Background: an optimization exercise with open tools, aiming at small area, a short achievable clock period and few clock cycles per item. Do not read the settings as production practice. RTL that was checked went through simulation tests only; none was proved equivalent to the original. The RTL of runs 6 and 7 was laid out without a check of its function. Power figures rest on the tool's default switching activity, not on a simulated workload.

==> flow/config.mk <==
export PLATFORM = sky130hd
export DESIGN_NAME = alu_exec_top
export DESIGN_NICKNAME = alu_exec_top
export VERILOG_FILES = /design/flow/design.v
export SDC_FILE = /design/flow/constraint.sdc
export NUM_CORES = 4
export LEC_CHECK = 0
export ABC_AREA = 1
export CAP_MARGIN = 20
export CORE_MARGIN = 2
export CORE_UTILIZATION = 50
export SETUP_SLACK_MARGIN = 2.5
export SLEW_MARGIN = 20
==> flow/constraint.sdc <==
create_clock -name core_clock -period 7.0 [get_ports {clk}]
set_input_delay 1.4000 -clock core_clock [delete_from_list [all_inputs] [get_ports {clk}]]
set_output_delay 1.4000 -clock core_clock [all_outputs]
set_load 0.01 [all_outputs]
==> flow/design.v <==
package alu_pkg;
    localparam int data_w  = 32;
    localparam int shamt_w = 5;
    localparam int op_w    = 6;
    localparam int queue_depth = 4;
    localparam int out_credits = 3;
    localparam int cnt_w       = 3;
    localparam int qptr_w      = 2;
    typedef enum logic [op_w-1:0] {
        alu_add   = 6'h00,
        alu_addu  = 6'h01,
        alu_sub   = 6'h02,
        alu_subu  = 6'h03,
        alu_and   = 6'h04,
        alu_or    = 6'h05,
        alu_xor   = 6'h06,
        alu_nor   = 6'h07,
        alu_slt   = 6'h08,
        alu_sltu  = 6'h09,
        alu_lui   = 6'h0a,
        alu_sll   = 6'h10,
        alu_srl   = 6'h11,
        alu_sra   = 6'h12,
        alu_sllv  = 6'h14,
        alu_srlv  = 6'h15,
        alu_srav  = 6'h16,
        alu_rotr  = 6'h18,
        alu_rotrv = 6'h19,
        alu_ins   = 6'h20,
        alu_ext   = 6'h21
    } alu_op_e;
endpackage
`timescale 1ns/1ps
import alu_pkg::*;
module alu_shift_unit
(
    input  logic [data_w-1:0]   src,
    input  logic [shamt_w-1:0]  amount,
    input  logic                left,
    output logic [data_w-1:0]   result
);
    logic [data_w-1:0]  stage [shamt_w+1];
    logic [shamt_w-1:0] amt_eff;
    assign stage[0] = left ? {src[0], src[data_w-1:1]} : src;
    assign amt_eff  = amount ^ {shamt_w{left}};
    for (genvar k = 0; k < shamt_w; k++) begin : g_stage
        for (genvar i = 0; i < data_w; i++) begin : g_bit
            assign stage[k+1][i] = amt_eff[k] ? stage[k][(i + (1 << k)) % data_w] : stage[k][i];
        end
    end
    assign result = stage[shamt_w];
endmodule
`timescale 1ns/1ps
import alu_pkg::*;
module alu_bitfield_unit
(
    input  logic                rotate,
    input  logic                left,
    input  logic                field,
    input  logic                is_ins,
    input  logic                sign_fill,
    input  logic [data_w-1:0]   b,
    input  logic [shamt_w-1:0]  amount,
    input  logic [shamt_w-1:0]  msb,
    input  logic [data_w-1:0]   rotated,
    output logic [data_w-1:0]   result
);
    logic [data_w-1:0] from_amt;
    logic [data_w-1:0] keep;
    logic [data_w-1:0] fill;
    always_comb begin
        for (int i = 0; i < data_w; i++) begin
            from_amt[i] = left ? (i >= amount) : ((data_w - 1 - i) >= amount);
            keep[i]     = rotate | (from_amt[i] & (~field | (i <= msb)));
            fill[i]     = is_ins ? b[i] : sign_fill;
        end
    end
    assign result = (rotated & keep) | (fill & ~keep);
endmodule
`timescale 1ns/1ps
import alu_pkg::*;
module alu_arith_unit
(
    input  logic                subtract,
    input  logic [data_w-1:0]   a,
    input  logic [data_w-1:0]   b,
    output logic [data_w-1:0]   sum,
    output logic                sum_ovf,
    output logic                lt_signed,
    output logic                lt_unsigned,
    output logic                great,
    output logic [data_w-1:0]   prop,
    output logic [data_w-1:0]   gen
);
    logic [data_w-1:0] b_eff, p, g;
    logic [data_w:0] c;    
    assign b_eff = b ^ {data_w{subtract}};
    assign p = a ^ b_eff;
    assign g = a & b_eff;
    assign prop = p;
    assign gen = g;
    logic [data_w-1:0] G [6];
    logic [data_w-1:0] P [6];
    assign G[0] = {g[data_w-1:1], g[0] | (p[0] & subtract)};
    assign P[0] = p;
    for (genvar l = 0; l < 5; l++) begin : g_l
        for (genvar i = 0; i < data_w; i++) begin : g_i
            if ((i >> l) & 1) begin : g_c
                localparam int j = ((i >> l) << l) - 1;
                assign G[l+1][i] = G[l][i] | (P[l][i] & G[l][j]);
                assign P[l+1][i] = P[l][i] & P[l][j];
            end else begin : g_p
                assign G[l+1][i] = G[l][i];
                assign P[l+1][i] = P[l][i];
            end
        end
    end
    assign c = {G[5], subtract};
    assign sum = p ^ c[data_w-1:0];
    assign sum_ovf = c[data_w] ^ c[data_w-1];
    assign lt_signed   = sum[data_w-1] ^ sum_ovf;
    assign lt_unsigned = ~c[data_w];
    assign great = $signed(a) > $signed(b);
endmodule
`timescale 1ns/1ps
import alu_pkg::*;
module alu_core
(
    input  alu_pkg::alu_op_e    op,
    input  logic [data_w-1:0]   a,
    input  logic [data_w-1:0]   b,
    input  logic [shamt_w-1:0]  shamt,
    input  logic [shamt_w-1:0]  rd,
    output logic [data_w-1:0]   result,
    output logic                great,
    output logic                overflow
);
    logic [op_w-1:0]   code;
    logic              is_field;
    logic              is_shift;
    logic              is_ins;
    logic              is_cmp;
    logic              is_logic;
    logic              is_arith;
    logic              is_lui;
    logic              subtract;
    logic              variable;
    logic              left;
    logic              rotate;
    logic              arith_sh;
    logic [data_w-1:0] sum;
    logic              sum_ovf;
    logic              lt_signed;
    logic              lt_unsigned;
    logic [data_w-1:0] sh_src;
    logic [shamt_w-1:0] sh_amt;
    logic [data_w-1:0] rotated;
    logic [data_w-1:0] shift_res;
    logic [data_w-1:0] logic_res;
    logic [data_w-1:0] prop;
    logic [data_w-1:0] gen;
    assign code     = op;
    assign is_field = code[5];
    assign is_ins   = code[5] & ~code[0];
    assign is_shift = code[5] | code[4] | is_lui;
    assign is_arith = ~code[5] & ~code[4] & ~code[3] & ~code[2];
    assign is_logic = ~code[5] & ~code[4] & ~code[3] &  code[2];
    assign is_cmp   = ~code[5] & ~code[4] &  code[3] & ~code[1];
    assign is_lui   = ~code[5] & ~code[4] &  code[3] &  code[1];
    assign subtract = ~code[2] & (code[1] | code[3]);
    assign variable = ~code[5] & (code[2] | (code[3] & code[0]));
    assign left     = (code[5] & ~code[0]) | (~code[5] & ~code[3] & ~code[1] & ~code[0]) | is_lui;
    assign rotate   = ~code[5] & code[4] & code[3];
    assign arith_sh = ~code[5] & ~code[3] & code[1];
    alu_arith_unit arith_i (
        .subtract    (subtract),
        .a           (a),
        .b           (b),
        .sum         (sum),
        .sum_ovf     (sum_ovf),
        .lt_signed   (lt_signed),
        .lt_unsigned (lt_unsigned),
        .great       (great),
        .prop        (prop),
        .gen         (gen)
    );
    assign sh_src = is_field ? a : b;
    assign sh_amt = is_lui ? shamt_w'(16) : (variable ? a[shamt_w-1:0] : shamt);
    alu_shift_unit shift_i (
        .src    (sh_src),
        .amount (sh_amt),
        .left   (left),
        .result (rotated)
    );
    alu_bitfield_unit field_i (
        .rotate    (rotate),
        .left      (left),
        .field     (is_field),
        .is_ins    (is_ins),
        .sign_fill (arith_sh & b[data_w-1]),
        .b         (b),
        .amount    (sh_amt),
        .msb       (rd),
        .rotated   (rotated),
        .result    (shift_res)
    );
    always_comb begin
        case (code[1:0])
            2'b00:   logic_res = gen;
            2'b01:   logic_res = prop | gen;
            2'b10:   logic_res = prop;
            default: logic_res = ~(prop | gen);
        endcase
    end
    assign result =
        ({data_w{is_arith}} & sum) |
        ({data_w{is_logic}} & logic_res) |
        ({data_w{is_shift}} & shift_res) |
        {{(data_w-1){1'b0}}, is_cmp & (code[0] ? lt_unsigned : lt_signed)};
    assign overflow = sum_ovf & is_arith & ~code[0];
endmodule
`timescale 1ns/1ps
import alu_pkg::*;
module alu_issue_queue
(
    input  logic                clk,
    input  logic                arst_n,
    input  logic                in_valid,
    output logic                in_credit,
    input  logic                out_credit,
    output logic                hold,
    output logic                out_valid
);
    logic              full;
    logic [cnt_w-2:0]  credits;
    assign out_valid = full & (credits != '0);
    assign hold      = ~in_valid;
    always_ff @(posedge clk or negedge arst_n) begin
        if (!arst_n) begin
            full      <= 1'b0;
            credits   <= (cnt_w-1)'(out_credits);
            in_credit <= 1'b0;
        end else begin
            full <= in_valid | (full & ~out_valid);
            case ({out_credit, out_valid})
                2'b10:   credits <= credits + (cnt_w-1)'(1);
                2'b01:   credits <= credits - (cnt_w-1)'(1);
                default: credits <= credits;
            endcase
            in_credit <= out_credit;
        end
    end
endmodule
`timescale 1ns/1ps
import alu_pkg::*;
module alu_exec_top
(
    input  logic                clk,
    input  logic                arst_n,
    input  logic                in_valid,
    input  alu_pkg::alu_op_e             in_op,
    input  logic [data_w-1:0]   in_a,
    input  logic [data_w-1:0]   in_b,
    input  logic [shamt_w-1:0]  in_shamt,
    input  logic [shamt_w-1:0]  in_rd,
    output logic                in_credit,
    output logic                out_valid,
    output logic [data_w-1:0]   out_result,
    output logic                out_zero,
    output logic                out_great,
    output logic                out_overflow,
    input  logic                out_credit
);
    logic                hold;
    logic [data_w-1:0]   next_result;
    logic                next_great;
    logic                next_overflow;
    alu_issue_queue ctrl_i (
        .clk        (clk),
        .arst_n     (arst_n),
        .in_valid   (in_valid),
        .in_credit  (in_credit),
        .out_credit (out_credit),
        .hold       (hold),
        .out_valid  (out_valid)
    );
    alu_core core_i (
        .op       (in_op),
        .a        (in_a),
        .b        (in_b),
        .shamt    (in_shamt),
        .rd       (in_rd),
        .result   (next_result),
        .great    (next_great),
        .overflow (next_overflow)
    );
    always_ff @(posedge clk) begin
        if (!hold) begin
            out_result   <= next_result;
            out_great    <= next_great;
            out_overflow <= next_overflow;
        end
    end
    assign out_zero = (out_result == '0);
endmodule
==> flow/flow/run.sh <==
#!/bin/bash
# Standard layout, with the port buffers the standard flow adds made
# from a plain buf_1 instead of the slow delay buffer buffer_ports picks.
set -euo pipefail
export BUFFER_PORTS_ARGS="-buffer_cell sky130_fd_sc_hd__buf_1"
export REMOVE_ABC_BUFFERS=1
bash standard.sh > standard_flow.log 2>&1
==> flow/standard.sh <==
#!/bin/bash
# synth_recipe.tcl (not shown) runs the flow's synth.tcl, then flattens the netlist and writes it again
# the make line also repeats each setting of config.mk as NAME=value (left out here)
make -C /OpenROAD-flow-scripts/flow DESIGN_CONFIG=/design/flow/config.mk WORK_HOME=/design/flow/orfs CLKGATE_MAP_FILE= SYNTH_SCRIPT=/design/flow/synth_recipe.tcl "${@:-finish}"
==> metrics.md, run 1 <==
| Metric | Value |
|---|---|
| Ys async rst share | `10.5%` |
| Top cell by count, worst path | `nand3_1` |
| Xor/xnor share of the synthesized area | `3.20%` |
| Yosys Warn Count | `9` |
| RSZ-0062 raised after global routing | `true` |
| Final core occ | `around 56%` |
| Max stage delay on crit path | `approximately 450 ps` |
| Power Dens Cells | `approximately 170 nW/um^2` |
| NumNets Final | `~2000` |
| Synth area leaders | `nand3_1 (17%), nand2_1 (16%), ha_1 (12%)` |
| Vias per cell | `around 6.1` |
| I/O pins | `121` |
| Hold wc startpoint | `ctrl_i.credits[0]` |
| Metal2 WL | `between 15000 and 20000 um` |
| Antenna viol nets, final | `0` |
| Initial Utilization | `approximately 51%` |
| Slew @ Worst Pin | `around 1000 ps` |
| Syn-to-layout area delta | `8.38%` |
| Highest metal used | `met4` |
| Grt total ovfl | `0` |
| DIE WIDTH | `between 100 and 150 um` |
| Pins Over Slew Limit | `0` |
| Max-slew headroom | `roughly a third` |
| Die ar. | `~21000 sq um` |
| Share of layout cells above drive strength 1 | `under 10%` |
| Hold path endpoint | `ctrl_i.credits[0]` |
| Gp weighted congestion | `around 1.1` |
| Vias in the first global route | `between 10000 and 15000` |
| Met3 routed WL | `between 5000 and 6000 um` |
| Critical Path Source Type | `input port` |
| Ys flop type | `edfxtp_1` |
| DRT Pass-1 Iters | `6` |
| Fin crit share | `between 60 and 70%` |
| Arr. time, crit path | `4580 ps` |
| Mapped Area | `between 10000 and 15000 sq um` |
| Largest family of logic cells by synthesized area | `simple AND/OR/NAND/NOR gates` |
| Gate Count Post-Synth | `roughly 1700` |
| Final count of negative-setup-slack endpoints | `0` |
| Post-synthesis compound-gate area fraction | `18.5%` |
| Fillers | `between 2000 and 2500` |
| Number of H-tree levels | `2` |
| FF-to-FF setup slack | `roughly 5500 ps` |
| Sink Count | `38` |
| Mean Syn Cell Area | `between 5 and 6 sq um` |
| Fmax | `about 230 MHz` |
| Reg2reg end | `ctrl_i.credits[1]` |
| Initial antenna violation count | `0` |
| GRT Util Overall | `approximately two fifths` |
| Worst Hold Depth | `1` |
| Synth Register Bits | `38` |
| Largest net degree at the start of global routing | `36` |
| Port Buffers | `120` |
| Post-synth top area share | `between 15 and 20%` |
| Crit Path Class | `input port to register` |
| Die Ht | `146 um` |
| Worst EP required | `a little over 7000 ps` |
| Crit-path cells | `clkbuf_2, nand2_1, buf_4, nand2_1, nand4_2, nand2_4, nand2_1, nand3_1, nand3_1, nand3_1, nand3_1, nand3_1, nand3_1, nand2_1` |
| Clock tree buffer depth | `2` |
| Status | `complete, no violations` |
| Number of synthesized flops with an enable pin | `34` |
| Placed cells | `2057` |
| Post-Synth Adder-Cell Area | `between 10% and 20%` |
| WL met1 | `17500 um` |
| Post-DP HPWL | `33300 um` |
| CP Capture Type | `register` |
| TritonCTS clock tree | `done` |
| Synth cell types | `53` |
| Reg2reg start | `ctrl_i.credits[0]` |
| Simple-gate share of the synthesized area | `between 40% and 50%` |
| HP Class | `register to register` |
| Cts bufs inserted | `5` |
| FF-to-FF path depth | `6` |
| Fin cells | `2071` |
| Peak supply drop | `around 94 uV` |
| Global-route wire length before repair | `roughly 65000 um` |
| WL final | `~43000 um` |
| Post-synthesis mux area share | `0%` |
| DR vias | `12600` |
| Wire per inst | `a little over 20 um` |
| Row cnt | `a little over 50` |
| Sequential fraction of the synthesis area | `roughly 11%` |
| # DRC | `0` |
| Reg clk slew, reported paths | `roughly 70 ps` |
| Root buf cell | `clkbuf_16` |
| Pleak | `5.33 nW` |
| Setup Total Neg Slack | `0 ps` |
| Slowest-stage cell, CP | `nand2_4` |
| Hold buffers post-CTS | `0` |
| Initial DRC Count | `around 1600` |
| Final count of hold timing violations | `0` |
| Worst-Skew Late Latency | `~300 ps` |
| Max-Cap Viols | `0` |
| Crit path time final | `about 4400 ps` |
| Post-synth top area cell | `nand3_1` |
| Ant diodes | `0` |
| Setup Skew | `0.122 ps` |
| CP max FO | `32` |
| Core Footprint | `19600 sq um` |
## sequential cells by signal (all words and copies together) (netlist names)
name              count
ctrl_i.credits        2
out_result           32
out_great             1
ctrl_i.in_credit      1
out_overflow          1
ctrl_i.full           1
## metal layers
metal,track usage [%],vias up
li1,-,6047
met1,53.4,5673
met2,58.0,814
met3,9.53,104
met4,15.9,0
met5,0,-
## power by group
| group | total (W) | switching [W] | internal, W | leakage, nW |
|---|---|---|---|---|
| clock network | 0.000247 | 0.000115 | 0.000131 | 0.0683 |
| logic | 0.00127 | 0.000880 | 0.000387 | 4.89 |
| registers | 0.000333 | 0.0000247 | 0.000308 | 0.374 |
## critical path, delay by kind of cell
kind / cells / cell delay [ps]
buf+inv: 2 / 680
simple gates: 12 / 2490
## stage by stage
stage / total power [W] / setup WS [ps] / hold WS (ps) / cell area, sq um
floorplan: 0.00114 / 1100 / 482 / 9650
global placement: 0.00153 / 1530 / 495 / 10600
detailed placement: 0.00154 / 1360 / 493 / 10600
CTS: 0.00179 / 2510 / 502 / 10800
global route: 0.00198 / 2460 / 518 / 10900
finish: 0.00185 / 2590 / 501 / 10900
## kinds of logic (layout without fill, tap and decap cells)
kind of cell | after synthesis | after routing
adders and majority gates | 102 | 102
AOI/OAI and AO/OA | 311 | 311
xor gates and xnor gates | 35 | 35
DFF | 38 | 38
buffers and inverters | 306 | 378
and+or+nand+nor | 942 | 942
## how the worst max path moves through the flow
stage	startpoint	to	slack, ps	cells past startpoint
floorplan	in_op[1]	out_result[17]	1100	18
global placement	in_op[1]	out_result[16]	1530	19
detailed placement	in_op[1]	out_result[16]	1360	19
CTS	in_op[1]	out_result[17]	2510	20
global route	in_op[1]	out_result[17]	2460	21
finish	in_op[5]	out_result[28]	2590	14
## cell usage in the layout, fill, tap and decap left out, drive strengths merged, types with 7 or more instances in the layout
cell / synthesis / final
nand2: 447 / 447
nand3: 351 / 351
inv: 223 / 223
buf: 45 / 141
o21ai: 123 / 123
nor2: 99 / 99
ha: 97 / 97
a21oi: 79 / 79
edfxtp: 34 / 34
xor2: 34 / 34
o22ai: 22 / 22
o2111ai: 19 / 19
a221oi: 18 / 18
nand3b: 12 / 12
nor4: 11 / 11
nand4: 10 / 10
a31oi: 9 / 9
clkbuf: 35 / 9
o211ai: 7 / 7
nor3: 7 / 7
o21bai: 7 / 7
## layout make-up
| type | count | area, sq um | area share [%] |
|---|---|---|---|
| multi-input cells | 1390 | 7760 | 71.3 |
| well taps | 265 | 332 | 3.05 |
| repair buffers | 144 | 671 | 6.16 |
| clock inverters | 2 | 8.76 | 0.0805 |
| inverters | 226 | 863 | 7.93 |
| clock buffers | 6 | 129 | 1.18 |
| flip-flops and latches | 38 | 1120 | 10.3 |
## Yosys cell counts (all sizes together), types with 7 or more instances
library cell	n
nor4	11
nor3	7
o211ai	7
a21oi	79
a31oi	9
nand4	10
inv	223
o21ai	123
clkbuf	35
nand3b	12
o21bai	7
nor2	99
nand3	351
a221oi	18
edfxtp	34
o22ai	22
nand2	447
o2111ai	19
ha	97
xor2	34
buf	45
## what timing repair did
| action | CTS | global route |
|---|---|---|
| pin swaps | 2 | 4 |
| gates resized for setup | 10 | 21 |
| endpoints found under the setup margin | 33 | 33 |
| buffers inserted | 3 | 3 |
Testbench counts, summed over its fixed seeds: cycles 9,608, items 9,600.
==> inputs of run 2 (changes only) <==
--- a/flow/flow/run.sh
+++ b/flow/flow/run.sh
@@ -5,3 +5,3 @@
 export BUFFER_PORTS_ARGS="-buffer_cell sky130_fd_sc_hd__buf_1"
-export REMOVE_ABC_BUFFERS=1
+
 bash standard.sh > standard_flow.log 2>&1
--- a/flow/config.mk
+++ b/flow/config.mk
@@ -10,3 +10,3 @@
 export CORE_MARGIN = 2
-export CORE_UTILIZATION = 50
+export CORE_UTILIZATION = 55
 export SETUP_SLACK_MARGIN = 2.5
==> run 2 against run 1 <==
  * Still clean
  * Maximum frequency increased by 0.47%
  * Cell count decreased by 1.3%
  * Combinational power about the same
  * Total power increased by 3.7%
  * Utilization increased by 5.8 points
  * Critical endpoint is now out_result[10]
  * Largest cell class unchanged
  * Highest routed layer unchanged
==> metrics.md, run 2 <==
| Metric | Value |
|---|---|
| Global-route wire length before repair | `64800 um` |
| Initial Utilization | `between 50% and 60%` |
| Critical Path Source Type | `input port` |
| Arr. time, crit path | `roughly 4400 ps` |
| Sink Count | `38` |
| Pleak | `5.39 nW` |
| Initial DRC Count | `roughly 1800` |
| Post-synth top area cell | `nand3_1` |
| Ys flop type | `edfxtp_1` |
| Max-Cap Viols | `0` |
| Port Buffers | `between 100 and 150` |
| Yosys Warn Count | `9` |
| Post-synth top area share | `about 17%` |
| Fmax | `228 MHz` |
| FF-to-FF setup slack | `about 5400 ps` |
| Hold wc startpoint | `ctrl_i.credits[0]` |
| Vias per cell | `around 6.4` |
| Synth area leaders | `nand3_1 (17%), nand2_1 (16%), ha_1 (12%)` |
| DR vias | `~13000` |
| Setup Skew | `slightly below 0.9 ps` |
| Root buf cell | `clkbuf_16` |
| Power Dens Cells | `around 170 nW/um^2` |
| WL final | `~43000 um` |
| Final count of negative-setup-slack endpoints | `0` |
| Number of flip-flops in the largest register | `32` |
| Hold buffers post-CTS | `0` |
| Reg2reg start | `ctrl_i.credits[0]` |
| I/O pins | `roughly 120` |
| Gp weighted congestion | `between 1 and 1.5` |
| Number of synthesized flops with an enable pin | `34` |
| Row cnt | `49` |
| Gate Count Post-Synth | `~1700` |
| Sequential fraction of the synthesis area | `between 10 and 15%` |
| DIE WIDTH | `139 um` |
| Worst setup startpoint | `in_op[5]` |
| Crit Path Class | `input port to register` |
| Mapped Area | `~10000 sq um` |
| Reg clk slew, reported paths | `70 ps` |
| Crit path time final | `about 4400 ps` |
| Worst-Skew Late Latency | `a little under 300 ps` |
| # DRC | `0` |
| Peak supply drop | `~140 uV` |
| Post-DP Area | `around 11000 sq um` |
| Regs by FF count | `out_result x32, ctrl_i.credits x2` |
| DRT Pass-1 Iters | `7` |
| Most frequent cells in the layout | `nand2_1 (438), nand3_1 (346), inv_1 (215)` |
| Slew @ Worst Pin | `approximately 1000 ps` |
| Register bank with the most flops | `out_result` |
| Status | `complete, no violations` |
| Pins Over Slew Limit | `0` |
| Final count of hold timing violations | `0` |
| Initial antenna violation count | `0` |
| Mean Syn Cell Area | `about 5.8 sq um` |
| Clock tree buffer depth | `2` |
| Cts bufs inserted | `5` |
| Ys async rst share | `a little over a tenth` |
| Most frequent cell after synthesis | `nand2_1` |
| CP max FO | `40` |
| Fin crit share | `a little over three fifths` |
| Reg2reg end | `ctrl_i.credits[1]` |
| Vias in the first global route | `approximately 11000` |
| Max-slew headroom | `31.8%` |
| NumNets Final | `2000` |
| Share of layout cells above drive strength 1 | `5.67%` |
| Synth Register Bits | `38` |
| Die ar. | `19400 sq um` |
| FF-to-FF path depth | `6` |
| TritonCTS clock tree | `done` |
| Die Ht | `~140 um` |
| Setup Total Neg Slack | `0 ps` |
| GRT Util Overall | `a little over two fifths` |
| Fillers | `about 1800` |
| Worst Hold Depth | `1` |
| Antenna viol nets, final | `0` |
| Syn-to-layout area delta | `9.73%` |
| Total Power | `~0.0019 W` |
| Core Footprint | `approximately 18000 sq um` |
| Synth cell types | `53` |
| Post-DP HPWL | `roughly 34000 um` |
| Grt total ovfl | `0` |
| Synth cell count leaders | `nand2_1 (441), nand3_1 (346), inv_1 (215)` |
| Largest net degree at the start of global routing | `45` |
| Worst EP required | `about 7000 ps` |
| Hold path endpoint | `ctrl_i.credits[0]` |
| Commonest non-fill, non-tap cell in the layout | `nand2_1` |
| Cell area after layout | `11000 sq um` |
| RSZ-0062 raised after global routing | `true` |
| Wire per inst | `21.1 um` |
| HP Class | `register to register` |
| Number of H-tree levels | `2` |
| Ant diodes | `0` |
| CP Capture Type | `register` |
run 2: metal layers:
metal,wire (um),GRT usage (%),part of all wire [%]
met5,0,0,0
met1,16600,57.1,39
met2,18100,65.8,42
met3,6060,10.3,14
met4,2300,16.4,5.3
run 2: cell type report:
cell class	instances	area, sq um	share of cell area [%]
Multi-Input combinational cell	1391	7840	71.1
Sequential cell	38	1120	10.2
Inverter	226	861	7.81
Timing Repair Buffer	152	742	6.73
Clock inverter	3	45.0	0.409
Clock buffer	5	125	1.14
Tap cell	229	287	2.60
run 2: report_power, final:
part / internal [W] / switching, W / total (W)
Combinational: 0.000396 / 0.000900 / 0.00130
Sequential: 0.000309 / 0.0000384 / 0.000348
Clock: 0.000168 / 0.000103 / 0.000271
Total: 0.000874 / 0.00104 / 0.00192
run 2: worst max-delay path, cell delays in order:
cell and delay (ps):
clkbuf_4 280, nor2_4 210, nand3_4 290, nand2_8 290, buf_6 320, nand2_1 90, nand2_1 70, buf_4 330
nand3_1 170, nand3_1 160, nand3_1 140, nand3_1 170, nand3_1 150, nand2_1 200, nand3_1 100
run 2: worst max path at each step:
| stage | cells after the start | slack, ps | to |
|---|---|---|---|
| floorplan | 21 | 2510 | out_result[17] |
| global placement | 20 | 1640 | out_result[17] |
| detailed placement | 20 | 1530 | out_result[17] |
| CTS | 19 | 2490 | out_result[17] |
| global route | 21 | 2460 | out_result[17] |
| finish | 15 | 2620 | out_result[10] |
run 2: timing repair:
action	4_1_cts	5_1_grt
resized for setup	10	32
pin swaps	1	6
setup endpoints to repair	33	33
buffers inserted	3	12
cloned	1	0
run 2: per-stage QoR:
stage	cells	worst slack, ps	hold slack (ps)	utilization (%)
3_5_place_dp	2020	1530	492	58.6
3_3_place_gp	2020	1640	492	58.6
4_1_cts	2032	2490	502	59.9
5_1_grt	2044	2460	516	61.4
2_1_floorplan	1734	2510	482	-
6_report	2044	2620	504	61.4
run 2: cells by family (layout without fill, tap and decap cells):
family | after synthesis | after routing | share of synthesized area (%)
compound gates | 311 | 311 | 18.5
xor+xnor | 35 | 35 | 3.20
fa+ha+maj | 102 | 102 | 13.1
buf+inv | 306 | 386 | 12.3
flops | 38 | 38 | 11.2
simple gates | 942 | 943 | 41.7
==> inputs of run 3 (changes only) <==
--- a/flow/flow/run.sh
+++ b/flow/flow/run.sh
@@ -5,3 +5,3 @@
 export BUFFER_PORTS_ARGS="-buffer_cell sky130_fd_sc_hd__buf_1"
-
+export REMOVE_ABC_BUFFERS=1
 bash standard.sh > standard_flow.log 2>&1
--- a/flow/config.mk
+++ b/flow/config.mk
@@ -10,4 +10,4 @@
 export CORE_MARGIN = 2
-export CORE_UTILIZATION = 55
-export SETUP_SLACK_MARGIN = 2.5
+export CORE_UTILIZATION = 50
+export SETUP_SLACK_MARGIN = 2.25
 export SLEW_MARGIN = 20
==> run 3 against run 2 <==
  * Maximum frequency down 3.5%
  * First-iteration DRC count decreased by 16%
  * Worst setup slack got worse by 160 ps
  * Critical path type unchanged
  * Largest power group unchanged
==> metrics.md, run 3 <==
| Metric | Value |
|---|---|
| Cell area after layout | `approximately 11000 sq um` |
| Max-slew headroom | `between 20 and 30%` |
| DP Worst Slack | `between 1000 and 1500 ps` |
| Initial DRC Count | `roughly 1500` |
| Die Ht | `146 um` |
| Register bank with the most flops | `out_result` |
| Most frequent cells in the layout | `nand2_1 (440), nand3_1 (346), inv_1 (215)` |
| Antenna viol nets, final | `0` |
| Vias per cell | `roughly 6.1` |
| Commonest non-fill, non-tap cell in the layout | `nand2_1` |
| TritonCTS clock tree | `done` |
| Crit Path Class | `input port to register` |
| Worst-Skew Late Latency | `~300 ps` |
| # DRC | `0` |
| Setup Total Neg Slack | `0 ps` |
| Mean Syn Cell Area | `approximately 5.8 sq um` |
| Final count of hold timing violations | `0` |
| Number of synthesized flops with an enable pin | `34` |
| Mapped Area | `between 10000 and 15000 sq um` |
| Fmax | `between 200 and 250 MHz` |
| Synth area leaders | `nand3_1 (17%), nand2_1 (16%), ha_1 (12%)` |
| Syn-to-layout area delta | `7.76%` |
| DR vias | `between 10000 and 15000` |
| Max-Cap Viols | `0` |
| Synth Register Bits | `38` |
| Initial Utilization | `between 50% and 60%` |
| Regs by FF count | `out_result x32, ctrl_i.credits x2` |
| GRT Util Overall | `38.7%` |
| Global-route wire length before repair | `roughly 64000 um` |
| Largest net degree at the start of global routing | `36` |
| Wire per inst | `roughly 20 um` |
| Post-synth top area share | `about 17%` |
| Post-DP Area | `about 11000 sq um` |
| Root buf cell | `clkbuf_16` |
| Core Footprint | `slightly below 20000 sq um` |
| Arr. time, crit path | `about 4600 ps` |
| Initial antenna violation count | `0` |
| Sequential fraction of the synthesis area | `11.2%` |
| Final count of negative-setup-slack endpoints | `0` |
| Pins Over Slew Limit | `0` |
| WL final | `around 42000 um` |
| Synth cell count leaders | `nand2_1 (441), nand3_1 (346), inv_1 (215)` |
| Crit path time final | `approximately 4500 ps` |
| Post-synth top area cell | `nand3_1` |
| Met3 routed WL | `a little over 5000 um` |
| Die ar. | `21200 sq um` |
| Sink Count | `38` |
| Peak supply drop | `a little over 90 uV` |
| Fin crit share | `between 60% and 70%` |
| Vias in the first global route | `11600` |
| Number of flip-flops in the largest register | `32` |
| Row cnt | `51` |
| Port Buffers | `120` |
| DRT Pass-1 Iters | `6` |
| Final Worst Setup Slack | `2460 ps` |
| Cts bufs inserted | `5` |
| HP Class | `register to register` |
| NumNets Final | `a little under 2000` |
| Share of layout cells above drive strength 1 | `about 4.2%` |
| RSZ-0062 raised after global routing | `false` |
| CP Capture Type | `register` |
| Reg clk slew, reported paths | `70 ps` |
| Highest metal used | `met4` |
| Final core occ | `55.3%` |
| Yosys Warn Count | `9` |
| Gate Count Post-Synth | `1734` |
| Worst EP required | `around 7000 ps` |
| Critical Path Source Type | `input port` |
| Setup Skew | `0.0461 ps` |
| Most frequent cell after synthesis | `nand2_1` |
| Ys async rst share | `roughly a tenth` |
| Status | `complete, no violations` |
| I/O pins | `between 100 and 150` |
| Power Dens Cells | `170 nW/um^2` |
| Slew @ Worst Pin | `~1100 ps` |
| Number of H-tree levels | `2` |
| CP max FO | `12` |
| Pleak | `around 5.3 nW` |
| Post-DP HPWL | `approximately 33000 um` |
| Ys flop type | `edfxtp_1` |
| Grt total ovfl | `0` |
| DIE WIDTH | `between 100 and 150 um` |
| Ant diodes | `0` |
| Metal2 WL | `around 18000 um` |
| Gp weighted congestion | `roughly 1.1` |
| WL met1 | `around 18000 um` |
| Synth cell types | `53` |
| Hold buffers post-CTS | `0` |
| Clock tree buffer depth | `2` |
[run 3: through the flow]
| stage | hold slack, ps | total power [W] | cells |
|---|---|---|---|
| CTS | 502 | 0.00179 | 2067 |
| finish | 500 | 0.00184 | 2067 |
| floorplan | 482 | 0.00114 | 1654 |
| detailed placement | 493 | 0.00154 | 2057 |
| global placement | 495 | 0.00153 | 2057 |
| global route | 518 | 0.00197 | 2067 |
[run 3: final cells by class]
class	instances	area, sq um
Inverter	226	858
Sequential cell	38	1120
Timing Repair Buffer	140	637
Fill cell	2111	8770
Multi-Input combinational cell	1390	7740
Clock buffer	6	129
Tap cell	265	332
Clock inverter	2	8.76
[run 3: worst max-delay path: stages]
cell,delay (ps)
clkbuf_4,190
nor2_4,210
nor2_4,70
buf_12,150
buf_12,150
xor2_1,180
inv_1,60
ha_1,330
a21oi_1,200
o21ai_0,240
a211oi_2,350
nand2_4,170
nand2_1,90
nand2_1,240
nand2_1,180
nand2_1,60
nand3_1,60
o21ai_0,90
inv_1,90
nand2_1,50
[run 3: cells by family (layout without fill, tap and decap cells)]
| kind of cell | after synthesis | in the layout | share of synthesized area, % |
|---|---|---|---|
| buffers and inverters | 306 | 374 | 12.3 |
| adders and majority gates | 102 | 102 | 13.1 |
| AOI/OAI and AO/OA | 311 | 311 | 18.5 |
| DFF | 38 | 38 | 11.2 |
| xor gates and xnor gates | 35 | 35 | 3.20 |
| and+or+nand+nor | 942 | 942 | 41.7 |
[run 3: what timing repair did]
| action | 4_1_cts | 5_1_grt |
|---|---|---|
| setup endpoints to repair | 31 | 25 |
| gates resized for setup | 2 | 16 |
| hold endpoints to repair | 0 | 0 |
| pin swaps | 1 | 0 |
| buffers inserted | 2 | 0 |
[run 3: path summary, 6_finish.rpt]
check	end	slack, ps	cells past startpoint	start
worst max-delay path	out_result[27]	2460	20	in_op[1]
worst min-delay path	ctrl_i.credits[0]	500	1	ctrl_i.credits[0]
worst max register to register	ctrl_i.credits[1]	5450	6	ctrl_i.credits[0]
worst min register to register	ctrl_i.credits[0]	500	1	ctrl_i.credits[0]
max in group asynchronous	ctrl_i.credits[0]	5840	1	arst_n
min in group asynchronous	ctrl_i.in_credit	910	1	arst_n
[run 3: per-layer routing]
layer  global-route usage, %  vias up
met4                    15.8        0
met3                    10.0      103
li1                        -     6031
met2                    57.9      794
met5                       0        -
met1                    52.9     5660
[run 3: power breakdown]
part           leakage (nW)  internal (W)  switching, W
Sequential            0.374      0.000308     0.0000248
Clock                0.0683      0.000131      0.000116
Combinational          4.86      0.000382      0.000874
==> inputs of run 4 (changes only) <==
--- a/flow/config.mk
+++ b/flow/config.mk
@@ -11,3 +11,3 @@
 export CORE_UTILIZATION = 50
-export SETUP_SLACK_MARGIN = 2.25
+export SETUP_SLACK_MARGIN = 3.0
 export SLEW_MARGIN = 20
==> run 4 against run 3 <==
  * Still clean
  * Global-route usage rose by 0.71 points
  * Worst hold slack barely moved
  * Clock-buffer cell count did not move
  * Flip-flop and latch count did not move
  * First-iteration DRC count rose by 2.0%
  * Cell count rose by 1.6%
  * Synthesized cell count did not move
  * Clock skew barely moved
  * Sequential power barely moved
  * Total power rose by 8.5%
  * Final area rose by 9.9%
  * Worst setup slack improved by 450 ps
  * Largest cell class unchanged
==> metrics.md, run 4 <==
| Metric | Value |
|---|---|
| Synth cell types | `53` |
| Arr. time, crit path | `approximately 4200 ps` |
| Pint | `roughly 0.00090 W` |
| Hold buffers post-CTS | `0` |
| DRT Pass-1 Iters | `8` |
| Slew @ Worst Pin | `about 1000 ps` |
| Register Area | `roughly 1100 sq um` |
| Xor/xnor share of the synthesized area | `under 10%` |
| Initial Utilization | `51.3%` |
| Cts bufs inserted | `5` |
| Most frequent cells in the layout | `nand2_1 (420), nand3_1 (336), inv_1 (205)` |
| Final count of negative-setup-slack endpoints | `0` |
| Ant diodes | `0` |
| Vias per cell | `6.23` |
| WL final | `between 40000 and 50000 um` |
| Antenna viol nets, final | `0` |
| Simple-gate share of the synthesized area | `roughly two fifths` |
| DR vias | `about 13000` |
| Initial antenna violation count | `0` |
| Largest family of logic cells by synthesized area | `simple AND/OR/NAND/NOR gates` |
| Logic gate share of total power | `70.8%` |
| Number of H-tree levels | `2` |
| Sequential fraction of the synthesis area | `11.2%` |
| Synth Register Bits | `38` |
| Max-slew headroom | `31.9%` |
| Fmax | `244 MHz` |
| NumNets Final | `just over 2000` |
| Crit Path Class | `input port to register` |
| Clock tree buffer depth | `2` |
| Pleak | `roughly 5.6 nW` |
| Switching Power | `between 0.001 and 0.0015 W` |
| Final count of hold timing violations | `0` |
| Ys flop type | `edfxtp_1` |
| Final Worst Setup Slack | `between 2000 and 3000 ps` |
| Worst-Skew Late Latency | `approximately 300 ps` |
| Footprint of the multi-input gates | `~8400 sq um` |
| Reg clk slew, reported paths | `~70 ps` |
| Reg power frac | `16.8%` |
| Status | `complete, no violations` |
| Post-synthesis mux area share | `0%` |
| Synth area leaders | `nand3_1 (17%), nand2_1 (16%), ha_1 (12%)` |
| Row cnt | `51` |
| Power Dens Cells | `~170 nW/um^2` |
| DP Worst Slack | `approximately 1400 ps` |
| Largest net degree at the start of global routing | `36` |
| Regs by FF count | `out_result x32, ctrl_i.credits x2` |
| Most frequent cell after synthesis | `nand2_1` |
| Root buf cell | `clkbuf_16` |
| I/O pins | `around 120` |
| Yosys Warn Count | `9` |
| Grt total ovfl | `0` |
| Pins Over Slew Limit | `0` |
| RSZ-0062 raised after global routing | `true` |
| Gate Count Post-Synth | `about 1700` |
| FF-to-FF setup slack | `5450 ps` |
| Mapped Area | `~10000 sq um` |
| Sw Ratio | `54.8%` |
| Worst EP required | `~7100 ps` |
| GRT Util Overall | `39.4%` |
| Register bank with the most flops | `out_result` |
| HP Class | `register to register` |
| Sink Count | `38` |
| Fin crit share | `58.5%` |
| # DRC | `0` |
| Post-Synth Adder-Cell Area | `a little over an eighth` |
| Max-Cap Viols | `0` |
| Post-synthesis compound-gate area fraction | `18.5%` |
| Synth cell count leaders | `nand2_1 (441), nand3_1 (346), inv_1 (215)` |
| Slowest-stage cell, CP | `a211oi_2` |
| Number of synthesized flops with an enable pin | `34` |
| Post-DP HPWL | `33300 um` |
| Post-synth top area cell | `nand3_1` |
| Max stage delay on crit path | `~270 ps` |
| Gp weighted congestion | `1.11` |
| Syn-to-layout area delta | `18.4%` |
| Die ar. | `about 21000 sq um` |
| TritonCTS clock tree | `done` |
| Core Footprint | `between 15000 and 20000 sq um` |
| Setup Skew | `0.0459 ps` |
| Ys async rst share | `10.5%` |
| Post-synth top area share | `between 10% and 20%` |
| Commonest non-fill, non-tap cell in the layout | `nand2_1` |
| Global-route wire length before repair | `65600 um` |
| Setup Total Neg Slack | `0 ps` |
| Wire per inst | `approximately 21 um` |
| Number of flip-flops in the largest register | `32` |
| DIE WIDTH | `146 um` |
| Clock power frac | `between 10% and 20%` |
| Port Buffers | `120` |
| Vias in the first global route | `between 10000 and 15000` |
| CP max FO | `7` |
| Peak supply drop | `around 95 uV` |
| Critical Path Source Type | `input port` |
| Die Ht | `around 150 um` |
| Crit-path cells | `buf_12, nor2_4, nor2_4, buf_12, buf_16, xor2_4, inv_2, ha_4, a21oi_4, nor2_2, nor2_2, nor2_2, a211oi_2, nand2_4, buf_6, buf_6, buf_4, nand3_2, nand3_2, nand3_2, o21ai_2, inv_1, nand2_1` |
| CP Capture Type | `register` |
| Mean Syn Cell Area | `5.79 sq um` |
| Share of layout cells above drive strength 1 | `between 10% and 20%` |
| Initial DRC Count | `approximately 1500` |
| Crit path time final | `about 4000 ps` |
| Fillers | `a little under 2000` |
[run 4: worst paths after layout]
kind | start | end | cells after the start
hold / removal | ctrl_i.credits[0] | ctrl_i.credits[0] | 1
hold reg to reg | ctrl_i.credits[0] | ctrl_i.credits[0] | 1
max in group asynchronous | arst_n | ctrl_i.credits[0] | 1
setup reg to reg | ctrl_i.credits[0] | ctrl_i.credits[1] | 6
setup / recovery | in_op[1] | out_result[23] | 23
min in group asynchronous | arst_n | ctrl_i.in_credit | 1
[run 4: critical path, delay by kind of cell]
| kind | cells | cell delay (ps) |
|---|---|---|
| AOI/OAI and AO/OA | 3 | 520 |
| and+or+nand+nor | 10 | 860 |
| xor gates and xnor gates | 1 | 150 |
| adders and majority gates | 1 | 260 |
| buffers and inverters | 8 | 940 |
[run 4: power groups by stage]
| stage | sequential, W | clock (W) | combinational [W] |
|---|---|---|---|
| finish | 0.000334 | 0.000247 | 0.00141 |
| global route | 0.000339 | 0.000257 | 0.00152 |
| CTS | 0.000334 | 0.000248 | 0.00127 |
| detailed placement | 0.000338 | 0 | 0.00120 |
| global placement | 0.000338 | 0 | 0.00119 |
| floorplan | 0.000350 | 0 | 0.000789 |
[run 4: kinds of logic after synthesis]
kind of cell | Yosys count
AO/OA/AOI/OAI | 311
XOR/XNOR | 35
adder cells (fa/ha/maj) | 102
buffers and inverters | 306
flip-flops | 38
AND/OR/NAND/NOR | 942
[run 4: per-layer routing]
layer  track usage (%)  vias up  routed length (um)
met3              10.6      133                5920
met4              16.7        0                1990
li1                  -     6092                   -
met1              53.4     5965               17800
met2              59.2      901               18800
met5                 0        -                   0
[run 4: layout make-up]
class	count	share of cell area (%)
well taps	265	2.79
flip-flops and latches	38	9.44
multi-input cells	1391	70.8
inverters	226	7.39
clock buffers	6	1.08
clock inverters	2	0.0736
repair buffers	172	8.40
[run 4: what timing repair did]
action	CTS	global route
resized for setup	82	107
pin swaps	14	40
cloned	1	1
setup buffers	15	18
setup endpoints to repair	33	33
[run 4: per-stage QoR]
step	area [sq um]	hold WS (ps)	power (W)	instances	utilization, %
3_3_place_gp	10600	495	0.00153	2057	54.1
4_1_cts	11300	502	0.00186	2081	57.7
6_report	11900	500	0.00199	2100	60.7
3_5_place_dp	10600	493	0.00154	2057	54.1
5_1_grt	11900	518	0.00212	2100	60.7
2_1_floorplan	9650	482	0.00114	1654	-
==> inputs of run 5 (changes only) <==
--- a/flow/config.mk
+++ b/flow/config.mk
@@ -11,3 +11,3 @@
 export CORE_UTILIZATION = 50
-export SETUP_SLACK_MARGIN = 3.0
+export SETUP_SLACK_MARGIN = 2.75
 export SLEW_MARGIN = 20
==> run 5 against run 4 <==
  * Critical endpoint is now out_result[28]
  * Final area fell by 5.3%
  * Synthesized cell count did not move
  * Maximum frequency fell by 2.8%
  * Sequential share of layout area rose by 0.53 points
  * Critical path depth fell by 9
  * Clock skew barely moved
  * Global-route usage fell by 0.59 points
  * Die area did not move
  * Area after synthesis did not move
==> metrics.md, run 5 <==
| Metric | Value |
|---|---|
| Antenna viol nets, final | `0` |
| FF-to-FF setup slack | `around 5500 ps` |
| Number of H-tree levels | `2` |
| DR vias | `~13000` |
| Reg power frac | `roughly 18%` |
| Share of layout cells above drive strength 1 | `under 10%` |
| Logic gate share of total power | `69.4%` |
| Vias per cell | `6.15` |
| Row cnt | `just over 50` |
| Global-route wire length before repair | `between 60000 and 70000 um` |
| Setup Total Neg Slack | `0 ps` |
| Vias in the first global route | `about 12000` |
| Post-synth top area share | `between 10% and 20%` |
| Fin cells | `around 2100` |
| Worst EP required | `approximately 7200 ps` |
| Peak supply drop | `94.2 uV` |
| Commonest non-fill, non-tap cell in the layout | `nand2_1` |
| Fmax | `~240 MHz` |
| Arr. time, crit path | `roughly 4400 ps` |
| NumNets Final | `between 1500 and 2000` |
| Final count of negative-setup-slack endpoints | `0` |
| Crit-path cells | `clkbuf_4, nand2_1, buf_4, nand2_1, nand4_2, nand2_4, nand2_1, nand3_1, nand3_1, nand3_1, nand3_1, nand3_1, nand3_1, nand2_1` |
| Sink Count | `38` |
| RSZ-0062 raised after global routing | `true` |
| Reg2reg end | `ctrl_i.credits[1]` |
| Footprint of the multi-input gates | `~8000 sq um` |
| Status | `complete, no violations` |
| Hold path endpoint | `ctrl_i.credits[0]` |
| Initial DRC Count | `between 1500 and 2000` |
| Post-synth top area cell | `nand3_1` |
| Wire per inst | `approximately 21 um` |
| Register bank with the most flops | `out_result` |
| Grt total ovfl | `0` |
| Number of synthesized flops with an enable pin | `34` |
| Fin crit share | `between 60 and 70%` |
| Switching Power | `0.00104 W` |
| Hold wc startpoint | `ctrl_i.credits[0]` |
| Fillers | `roughly 2100` |
| TritonCTS clock tree | `done` |
| Die Ht | `about 150 um` |
| Mapped Area | `~10000 sq um` |
| Clock power frac | `between 10% and 20%` |
| Most frequent cells in the layout | `nand2_1 (435), nand3_1 (345), inv_1 (211)` |
| Ys flop type | `edfxtp_1` |
| Critical Path Source Type | `input port` |
| Worst Hold Depth | `1` |
| Max-slew headroom | `between 30 and 40%` |
| Post-DP HPWL | `around 33000 um` |
| Final count of hold timing violations | `0` |
| Ys async rst share | `between 10% and 20%` |
| Largest net degree at the start of global routing | `36` |
| Die ar. | `roughly 21000 sq um` |
| Register Area | `1120 sq um` |
| Pleak | `around 5.4 nW` |
| Reg clk slew, reported paths | `70 ps` |
| Synth cell types | `between 50 and 60` |
| Placed cells | `between 2000 and 2500` |
| Clock tree buffer depth | `2` |
| Synth area leaders | `nand3_1 (17%), nand2_1 (16%), ha_1 (12%)` |
| Crit path time final | `~4200 ps` |
| HP Class | `register to register` |
| Max-Cap Viols | `0` |
| Synth cell count leaders | `nand2_1 (441), nand3_1 (346), inv_1 (215)` |
| Gp weighted congestion | `~1.1` |
| Core Footprint | `~20000 sq um` |
| Initial antenna violation count | `0` |
| CP max FO | `32` |
| Gate Count Post-Synth | `between 1500 and 2000` |
| # DRC | `0` |
| Setup Skew | `0.122 ps` |
| Synth Register Bits | `38` |
| Sequential fraction of the synthesis area | `between 10 and 15%` |
| Pins Over Slew Limit | `0` |
| Mean Syn Cell Area | `between 5 and 6 sq um` |
| CP Capture Type | `register` |
| Syn-to-layout area delta | `12.1%` |
| Cts bufs inserted | `5` |
| Power Dens Cells | `around 170 nW/um^2` |
| DIE WIDTH | `about 150 um` |
| Regs by FF count | `out_result x32, ctrl_i.credits x2` |
| WL final | `43100 um` |
| Slowest-stage cell, CP | `nand2_4` |
| Ant diodes | `0` |
| FF-to-FF path depth | `6` |
| Sw Ratio | `55.1%` |
| Reg2reg start | `ctrl_i.credits[0]` |
| Most frequent cell after synthesis | `nand2_1` |
| Number of flip-flops in the largest register | `32` |
| Top cell by count, worst path | `nand3_1` |
| Root buf cell | `clkbuf_16` |
| Worst-Skew Late Latency | `about 300 ps` |
| Initial Utilization | `51.3%` |
| Crit Path Class | `input port to register` |
| I/O pins | `roughly 120` |
| GRT Util Overall | `roughly 39%` |
| Hold buffers post-CTS | `0` |
| Slew @ Worst Pin | `1030 ps` |
| DRT Pass-1 Iters | `6` |
| Port Buffers | `120` |
| Pint | `0.000852 W` |
| Yosys Warn Count | `9` |
| Max stage delay on crit path | `roughly 440 ps` |
==> run 5: per-stage QoR <==
step	total power (W)	util, %	cell area (sq um)	setup WS (ps)	hold slack, ps
6_report	0.00190	57.5	11300	2790	500
3_3_place_gp	0.00153	54.1	10600	1530	495
4_1_cts	0.00180	55.4	10800	2750	502
2_1_floorplan	0.00114	-	9650	1100	482
5_1_grt	0.00203	57.5	11300	2660	518
3_5_place_dp	0.00154	54.1	10600	1360	493
==> run 5: area by class of cell <==
type	count	share of cell area [%]
tap	265	2.94
clock buffer	6	1.14
inverter	226	7.69
timing repair buffer	151	6.84
multi-input combinational	1390	71.3
clock inverter	2	0.0778
sequential	38	9.98
==> run 5: routing by layer <==
| metal | routed length (um) | global-route usage, % | vias up | share of wire (%) |
|---|---|---|---|---|
| met3 | 5640 | 9.94 | 118 | 13 |
| met1 | 17500 | 53.2 | 5753 | 41 |
| met4 | 1980 | 15.8 | 0 | 4.6 |
| met5 | 0 | 0 | - | 0 |
| li1 | - | - | 6044 | - |
| met2 | 17900 | 58.2 | 860 | 42 |
==> run 5: what timing repair did <==
| action | in CTS | in global routing |
|---|---|---|
| setup buffers | 4 | 8 |
| pin swaps | 5 | 10 |
| endpoints found under the hold margin | 0 | 0 |
| resized for setup | 23 | 58 |
| cloned | 0 | 1 |
| endpoints found under the setup margin | 33 | 33 |
==> run 5: logic make-up after synthesis <==
family,after synthesis,share of synthesized area (%)
AND/OR/NAND/NOR,942,41.7
AO/OA/AOI/OAI,311,18.5
buffers and inverters,306,12.3
adder cells (fa/ha/maj),102,13.1
flip-flops,38,11.2
XOR/XNOR,35,3.20
==> run 5: worst max path at each step <==
stage,endpoint,startpoint,depth (start not counted),slack [ps]
after floorplan,out_result[17],in_op[1],18,1100
after global placement,out_result[16],in_op[1],19,1530
after detailed placement,out_result[16],in_op[1],19,1360
after CTS,out_result[27],in_op[3],23,2750
after global routing,out_result[28],in_op[3],23,2660
final,out_result[28],in_op[5],14,2790
==> run 5: critical path: cells and delay by family <==
kind / cells / cell delay [ps]
AND/OR/NAND/NOR: 12 / 2420
buffers and inverters: 2 / 530
==> run 5: power by group through the flow <==
| stage | clock network [W] | registers, W | logic (W) |
|---|---|---|---|
| after floorplan | 0 | 0.000350 | 0.000789 |
| after global placement | 0 | 0.000338 | 0.00119 |
| after detailed placement | 0 | 0.000338 | 0.00120 |
| after CTS | 0.000248 | 0.000334 | 0.00122 |
| after global routing | 0.000257 | 0.000339 | 0.00143 |
| final | 0.000247 | 0.000333 | 0.00132 |
==> inputs of run 6 (changes only) <==
--- a/flow/design.v
+++ b/flow/design.v
@@ -164,12 +164,12 @@
     assign is_ins   = code[5] & ~code[0];
+    assign is_lui   = ~code[4] & code[3] & code[1];
     assign is_shift = code[5] | code[4] | is_lui;
     assign is_arith = ~code[5] & ~code[4] & ~code[3] & ~code[2];
-    assign is_logic = ~code[5] & ~code[4] & ~code[3] &  code[2];
-    assign is_cmp   = ~code[5] & ~code[4] &  code[3] & ~code[1];
-    assign is_lui   = ~code[5] & ~code[4] &  code[3] &  code[1];
+    assign is_logic = ~code[4] & ~code[3] & code[2];
+    assign is_cmp   = ~code[4] & code[3] & ~code[1];
     assign subtract = ~code[2] & (code[1] | code[3]);
-    assign variable = ~code[5] & (code[2] | (code[3] & code[0]));
-    assign left     = (code[5] & ~code[0]) | (~code[5] & ~code[3] & ~code[1] & ~code[0]) | is_lui;
-    assign rotate   = ~code[5] & code[4] & code[3];
-    assign arith_sh = ~code[5] & ~code[3] & code[1];
+    assign variable = code[2] | (code[3] & code[0]);
+    assign left     = (~code[3] & ~code[1] & ~code[0]) | (code[3] & code[1]);
+    assign rotate   = code[4] & code[3];
+    assign arith_sh = ~code[3] & code[1];
     alu_arith_unit arith_i (
--- a/flow/config.mk
+++ b/flow/config.mk
@@ -11,3 +11,3 @@
 export CORE_UTILIZATION = 50
-export SETUP_SLACK_MARGIN = 2.75
+export SETUP_SLACK_MARGIN = 2.5
 export SLEW_MARGIN = 20
==> run 6 against run 5 <==
  * Critical endpoint is now out_result[21]
  * Maximum frequency is 3.6% lower
  * Sequential share of layout area is 0.23 points lower
  * Still clean on timing, DRC and antenna
  * Final area is 2.4% higher
  * Worst setup slack worse by 160 ps
  * Critical path type unchanged
  * Via count is 5.3% higher
  * Utilization is 0.85 points lower
==> metrics.md, run 6 <==
| Metric | Value |
|---|---|
| Syn-to-layout area delta | `10.1%` |
| Hold path endpoint | `ctrl_i.full` |
| CP max FO | `19` |
| Top cell by count, worst path | `nand2_1` |
| Sequential fraction of the synthesis area | `~11%` |
| Vias in the first global route | `around 12000` |
| Most frequent cells in the layout | `nand2_1 (595), nand3_1 (329), inv_1 (252)` |
| Critical Path Source Type | `input port` |
| Arr. time, crit path | `approximately 4400 ps` |
| Crit-path cells | `buf_1, nand2_1, nand2_2, nand2_2, nand3_2, nand2_1, nand2_2, buf_4, nand2_1, nand2_1, nand2_1, nand3_1, nand3_1, nand3_1, nand3_1, nand2_1, nand2_1` |
| Setup Skew | `a little over 5 ps` |
| Port Buffers | `120` |
| Die ar. | `about 22000 sq um` |
| DRT Pass-1 Iters | `6` |
| Die Ht | `approximately 150 um` |
| Synth cell count leaders | `nand2_1 (598), nand3_1 (331), inv_1 (256)` |
| Yosys Warn Count | `9` |
| Slowest-stage cell, CP | `buf_1` |
| Root buf cell | `clkbuf_16` |
| Share of layout cells above drive strength 1 | `under 10%` |
| Worst EP required | `approximately 7100 ps` |
| Reg2reg start | `ctrl_i.credits[0]` |
| Mapped Area | `about 10000 sq um` |
| Most frequent cell after synthesis | `nand2_1` |
| # DRC | `0` |
| Largest net degree at the start of global routing | `slightly below 80` |
| Grt total ovfl | `0` |
| Max stage delay on crit path | `around 330 ps` |
| Peak supply drop | `approximately 100 uV` |
| WHS | `between 500 and 600 ps` |
| Wire per inst | `just over 20 um` |
| Sink Count | `38` |
| HP Class | `register to register` |
| Initial antenna violation count | `0` |
| Number of synthesized flops with an enable pin | `34` |
| Synth cell types | `50` |
| WL final | `roughly 45000 um` |
| TritonCTS clock tree | `done` |
| Fin crit share | `a little over three fifths` |
| Clock tree buffer depth | `2` |
| CP Capture Type | `register` |
| GRT Util Overall | `39.8%` |
| Gate Count Post-Synth | `~1900` |
| FF-to-FF path depth | `6` |
| Worst Hold Depth | `1` |
| Initial Utilization | `about 51%` |
| Max-Cap Viols | `0` |
| Reg clk slew, reported paths | `approximately 60 ps` |
| DR vias | `around 13000` |
| Ys async rst share | `between 10% and 20%` |
| Pleak | `5.93 nW` |
| Fillers | `2202` |
| RSZ-0062 raised after global routing | `false` |
| Final count of hold timing violations | `0` |
| NumNets Final | `between 2000 and 2500` |
| Register bank with the most flops | `out_result` |
| Synth area leaders | `nand2_1 (21%), nand3_1 (16%), ha_1 (12%)` |
| CP delay by family, top | `simple AND/OR/NAND/NOR gates` |
| Footprint of the multi-input gates | `approximately 8100 sq um` |
| FF-to-FF setup slack | `~5400 ps` |
| Gp weighted congestion | `about 1.1` |
| CP bufs+invs | `2` |
| Core Footprint | `just over 20000 sq um` |
| Mean Syn Cell Area | `between 5 and 6 sq um` |
| Cts bufs inserted | `5` |
| Synth Register Bits | `38` |
| Post-DP HPWL | `about 35000 um` |
| Global-route wire length before repair | `68000 um` |
| Worst-Skew Late Latency | `roughly 300 ps` |
| Vias per cell | `6.04` |
| Number of H-tree levels | `2` |
| Status | `complete, no violations` |
| Crit path time final | `4370 ps` |
| Regs by FF count | `out_result x32, ctrl_i.credits x2` |
| DIE WIDTH | `roughly 150 um` |
| Setup Total Neg Slack | `0 ps` |
| Pins Over Slew Limit | `0` |
| Final count of negative-setup-slack endpoints | `0` |
| Max-slew headroom | `27.7%` |
| Initial DRC Count | `~1600` |
| Hold wc startpoint | `ctrl_i.full` |
| Post-synth top area cell | `nand2_1` |
| Row cnt | `52` |
| Slew @ Worst Pin | `around 1100 ps` |
| Power Dens Cells | `about 170 nW/um^2` |
| Antenna viol nets, final | `0` |
| Number of flip-flops in the largest register | `32` |
| Register Area | `approximately 1100 sq um` |
| I/O pins | `121` |
| Commonest non-fill, non-tap cell in the layout | `nand2_1` |
| Ys flop type | `edfxtp_1` |
| Reg2reg end | `ctrl_i.credits[1]` |
| Post-synth top area share | `between 20% and 30%` |
| Crit Path Class | `input port to register` |
| Fmax | `229 MHz` |
==> run 6: logic make-up after synthesis <==
group	synth area share [%]
flops	10.7
xor+xnor	3.18
fa+ha+maj	12.5
simple gates	43.2
buf+inv	13.3
compound gates	17.1
==> run 6: how the worst max path moves through the flow <==
stage                     slack, ps             end  cells after the start     start
after floorplan                 520  out_result[17]                     18  in_op[1]
after global placement         1270  out_result[17]                     18  in_op[1]
after detailed placement       1160  out_result[17]                     18  in_op[1]
after CTS                      2430  out_result[21]                     16  in_op[0]
after global routing           2460  out_result[17]                     19  in_op[1]
final                          2630  out_result[21]                     17  in_op[0]
==> run 6: per-stage QoR <==
step | setup WS [ps] | cells | power [W] | util (%) | instance area, sq um
after floorplan | 516 | 1789 | 0.00119 | - | 10100
after global placement | 1270 | 2201 | 0.00162 | 54.3 | 11000
after detailed placement | 1160 | 2201 | 0.00163 | 54.3 | 11000
after CTS | 2430 | 2215 | 0.00189 | 55.5 | 11300
after global routing | 2460 | 2224 | 0.00212 | 56.6 | 11500
final | 2630 | 2225 | 0.00197 | 56.6 | 11500
==> run 6: layout make-up <==
cell class	count	area share, %
multi-input cells	1488	70.5
diodes	1	0.0217
repair inverters	1	0.0651
inverters	265	8.79
clock buffers	7	1.24
repair buffers	154	6.66
clock inverters	1	0.0434
well taps	270	2.93
flip-flops and latches	38	9.74
==> run 6: report_power, final <==
| group | switching [W] | internal, W | total, W |
|---|---|---|---|
| registers | 0.0000276 | 0.000314 | 0.000341 |
| clock network | 0.000105 | 0.000142 | 0.000247 |
| logic | 0.000956 | 0.000424 | 0.00138 |
==> run 6: timing repair <==
| item | 4_1_cts | 5_1_grt |
|---|---|---|
| setup buffers | 6 | 6 |
| pin swaps | 2 | 6 |
| setup endpoints to repair | 33 | 33 |
| gates cloned | 0 | 3 |
| hold buffers | 0 | 0 |
| resized for setup | 15 | 38 |
==> run 6: layer usage <==
metal  track usage (%)  up-vias  routed length [um]
met5                 0        -                   0
met4              19.6        0                2560
met3              6.78      135                4730
met2              63.7      835               19900
met1              51.9     6082               17800
li1                  -     6394                   -
==> inputs of run 7 (changes only) <==
--- a/flow/design.v
+++ b/flow/design.v
@@ -67,12 +67,16 @@
 );
-    logic [data_w-1:0] from_amt;
-    logic [data_w-1:0] keep;
-    logic [data_w-1:0] fill;
+    logic [data_w-1:0]  from_amt;
+    logic [data_w-1:0]  keep;
+    logic [data_w-1:0]  fill;
+    logic [shamt_w-1:0] amt_m;
+    logic [shamt_w-1:0] msb_m;
+    assign amt_m = amount & ~{shamt_w{rotate}};
+    assign msb_m = msb | ~{shamt_w{field}};
     always_comb begin
         for (int i = 0; i < data_w; i++) begin
-            from_amt[i] = left ? (i >= amount) : ((data_w - 1 - i) >= amount);
-            keep[i]     = rotate | (from_amt[i] & (~field | (i <= msb)));
-            fill[i]     = is_ins ? b[i] : sign_fill;
+            from_amt[i] = left ? (i >= amt_m) : ((data_w - 1 - i) >= amt_m);
+            keep[i]     = from_amt[i] & (i <= msb_m);
         end
     end
+    assign fill   = ({data_w{is_ins}} & b) | {data_w{sign_fill}};
     assign result = (rotated & keep) | (fill & ~keep);
@@ -164,12 +168,12 @@
     assign is_ins   = code[5] & ~code[0];
-    assign is_lui   = ~code[4] & code[3] & code[1];
     assign is_shift = code[5] | code[4] | is_lui;
     assign is_arith = ~code[5] & ~code[4] & ~code[3] & ~code[2];
-    assign is_logic = ~code[4] & ~code[3] & code[2];
-    assign is_cmp   = ~code[4] & code[3] & ~code[1];
+    assign is_logic = ~code[5] & ~code[4] & ~code[3] &  code[2];
+    assign is_cmp   = ~code[5] & ~code[4] &  code[3] & ~code[1];
+    assign is_lui   = ~code[5] & ~code[4] &  code[3] &  code[1];
     assign subtract = ~code[2] & (code[1] | code[3]);
-    assign variable = code[2] | (code[3] & code[0]);
-    assign left     = (~code[3] & ~code[1] & ~code[0]) | (code[3] & code[1]);
-    assign rotate   = code[4] & code[3];
-    assign arith_sh = ~code[3] & code[1];
+    assign variable = ~code[5] & (code[2] | (code[3] & code[0]));
+    assign left     = (code[5] & ~code[0]) | (~code[5] & ~code[3] & ~code[1] & ~code[0]) | is_lui;
+    assign rotate   = ~code[5] & code[4] & code[3];
+    assign arith_sh = ~code[5] & ~code[3] & code[1];
     alu_arith_unit arith_i (
==> run 7 against run 6 <==
  * Worst hold slack lost 15 ps
  * Clock-buffer cell count shrank 2
  * Non-clock buffer count grew 8
  * Highest routed layer unchanged
==> metrics.md, run 7 <==
| Metric | Value |
|---|---|
| Grt total ovfl | `0` |
| FF-to-FF setup slack | `roughly 5400 ps` |
| # DRC | `0` |
| Cts bufs inserted | `5` |
| Port Buffers | `120` |
| CP delay by family, top | `simple AND/OR/NAND/NOR gates` |
| Most frequent cell after synthesis | `nand2_1` |
| Largest net degree at the start of global routing | `62` |
| Vias in the first global route | `between 10000 and 15000` |
| Post-DP HPWL | `around 33000 um` |
| Yosys Warn Count | `9` |
| Slowest-stage cell, CP | `fa_2` |
| DR vias | `between 10000 and 15000` |
| Power Dens Cells | `about 180 nW/um^2` |
| Share of layout cells above drive strength 1 | `between 7 and 8%` |
| Reg power frac | `between 10% and 20%` |
| Max-Cap Viols | `0` |
| Register bank with the most flops | `out_result` |
| Peak supply drop | `98.3 uV` |
| Hold buffers post-CTS | `0` |
| Worst Hold Depth | `1` |
| Synth cell count leaders | `nand2_1 (398), nand3_1 (345), inv_1 (203)` |
| Row cnt | `52` |
| Clock tree buffer depth | `2` |
| Number of flip-flops in the largest register | `32` |
| NumNets Final | `about 2000` |
| Pleak | `5.26 nW` |
| Arr. time, crit path | `about 4500 ps` |
| Crit-path cells | `buf_1, buf_6, nor2_4, nor2_4, buf_12, buf_6, xor2_4, inv_1, ha_1, nand3_1, nand2_2, nand3_1, nand2_2, a21oi_4, inv_2, nand3_2, nand2_4, inv_2, fa_2, or2_2, a32oi_1, nand2_1` |
| Wire per inst | `20.9 um` |
| Sw Ratio | `a little over half` |
| Status | `complete, no violations` |
| CP bufs+invs | `7` |
| Gate Count Post-Synth | `between 1500 and 2000` |
| Ys async rst share | `between 10% and 20%` |
| Reg2reg start | `ctrl_i.credits[0]` |
| Initial Utilization | `about half` |
| Fmax | `224 MHz` |
| Vias per cell | `around 6.2` |
| Synth Register Bits | `38` |
| Crit path time final | `approximately 4500 ps` |
| Critical Path Source Type | `input port` |
| Setup Total Neg Slack | `0 ps` |
| Reg clk slew, reported paths | `80 ps` |
| Gp weighted congestion | `around 1.1` |
| GRT Util Overall | `between 30% and 40%` |
| Max-slew headroom | `29.6%` |
| Post-synth top area cell | `nand3_1` |
| Post-synth top area share | `17.1%` |
| Global-route wire length before repair | `about 65000 um` |
| Pins Over Slew Limit | `0` |
| DIE WIDTH | `about 150 um` |
| Final count of negative-setup-slack endpoints | `0` |
| Worst-Skew Late Latency | `approximately 310 ps` |
| Fin cells | `just over 2000` |
| Fin crit share | `a little under two thirds` |
| Initial antenna violation count | `1` |
| Mapped Area | `around 10000 sq um` |
| Worst EP required | `7070 ps` |
| CP Capture Type | `register` |
| Logic gate share of total power | `between 60% and 70%` |
| I/O pins | `121` |
| Initial DRC Count | `1539` |
| Commonest non-fill, non-tap cell in the layout | `nand2_1` |
| Sequential fraction of the synthesis area | `roughly 11%` |
| Most frequent cells in the layout | `nand2_1 (392), nand3_1 (343), inv_1 (198)` |
| Hold path endpoint | `ctrl_i.credits[0]` |
| Synth cell types | `54` |
| Number of synthesized flops with an enable pin | `34` |
| Final count of hold timing violations | `0` |
| TritonCTS clock tree | `done` |
| FF-to-FF path depth | `6` |
| Setup Skew | `between 0.07 and 0.08 ps` |
| HP Class | `register to register` |
| Root buf cell | `clkbuf_16` |
| Antenna viol nets, final | `0` |
| Max stage delay on crit path | `between 300 and 400 ps` |
| CP max FO | `7` |
| Reg2reg end | `ctrl_i.credits[1]` |
| Mean Syn Cell Area | `5.90 sq um` |
| Number of H-tree levels | `2` |
| RSZ-0062 raised after global routing | `true` |
| Placed cells | `just over 2000` |
| Hold wc startpoint | `ctrl_i.credits[0]` |
| Die Ht | `around 150 um` |
| Die ar. | `~21000 sq um` |
| Pint | `0.000934 W` |
| Synth area leaders | `nand3_1 (17%), nand2_1 (15%), ha_1 (12%)` |
| WHS | `511 ps` |
| Switching Power | `0.00107 W` |
| Crit Path Class | `input port to register` |
| Clock power frac | `approximately 17%` |
| Slew @ Worst Pin | `1050 ps` |
| Syn-to-layout area delta | `11.1%` |
| Core Footprint | `20000 sq um` |
| Ys flop type | `edfxtp_1` |
| WL final | `between 40000 and 50000 um` |
| Regs by FF count | `out_result x32, ctrl_i.credits x2` |
| Sink Count | `38` |
| DRT Pass-1 Iters | `6` |
run 7: cell types whose count changed in the layout (fill, tap and decap cells not counted), moves of 9 or more:
cell,change
nor2_1,+27
o21ai_0,-32
o22ai_1,+9
nand3_1,+14
o21bai_1,+10
inv_1,-54
nand2_1,-203
o21ai_1,+29
run 7: area by class of cell:
class	instances	area [sq um]
antenna	1	2.50
clock buffer	5	125
clock inverter	3	68.8
fill	2126	8790
inverter	213	803
multi-input combinational	1382	7950
sequential	38	1120
tap	270	338
timing repair buffer	162	828
timing repair inverter	1	7.51
run 7: cell families (layout without fill, tap and decap cells):
group	count (synthesis)	after routing	share of synthesized area (%)
AOI/OAI and AO/OA	323	323	18.9
buffers and inverters	298	384	12.3
and+or+nand+nor	916	917	41.0
other	0	1	0
DFF	38	38	11.1
xor gates and xnor gates	40	40	3.72
adders and majority gates	102	102	13.0
run 7: per-layer routing:
layer	global-route usage (%)	routed length [um]	vias up
li1	-	-	6053
met1	53.0	18100	5931
met2	61.1	19200	739
met3	5.84	4250	121
met4	15.9	1880	0
met5	0	0	-
run 7: power groups by stage:
stage	sequential, W	combinational, W	clock [W]
finish	0.000335	0.00134	0.000329
global route	0.000341	0.00146	0.000337
CTS	0.000335	0.00125	0.000331
detailed placement	0.000340	0.00124	0
global placement	0.000339	0.00123	0
floorplan	0.000352	0.000806	0
run 7: worst max-delay path by stage:
stage                        start             end  slack, ps  cells past startpoint
after floorplan           in_op[1]  out_result[17]        990                     18
after global placement    in_op[3]  out_result[17]       1330                     18
after detailed placement  in_op[3]  out_result[17]       1220                     16
after CTS                 in_op[1]  out_result[17]       2340                     17
after global routing      in_op[1]  out_result[17]       2400                     22
final                     in_op[1]  out_result[17]       2540                     22
run 7: per-stage QoR:
step	util (%)	cell area, sq um	power [W]	setup WS [ps]
after floorplan	-	9680	0.00116	987
after global placement	53.1	10700	0.00157	1330
after detailed placement	53.1	10700	0.00157	1220
after CTS	54.5	10900	0.00192	2340
after global routing	56.1	11200	0.00213	2400
final	56.1	11300	0.00200	2540
run 7: repair_timing:
action | 4_1_cts | 5_1_grt
gates cloned | 0 | 3
endpoints found under the setup margin | 33 | 33
hold endpoints to repair | 0 | 0
resized for setup | 14 | 32
setup buffers | 4 | 15
pin swaps | 1 | 10

Re-timed with assumed drivers on the ports (clkbuf_16 on the clock, buf_2 on other inputs), run 7 has 2.559 ns of setup slack against 2.543 ns with ideal ports, and 2.205 ns once port delays also move by the mid clock arrival of 0.354 ns.
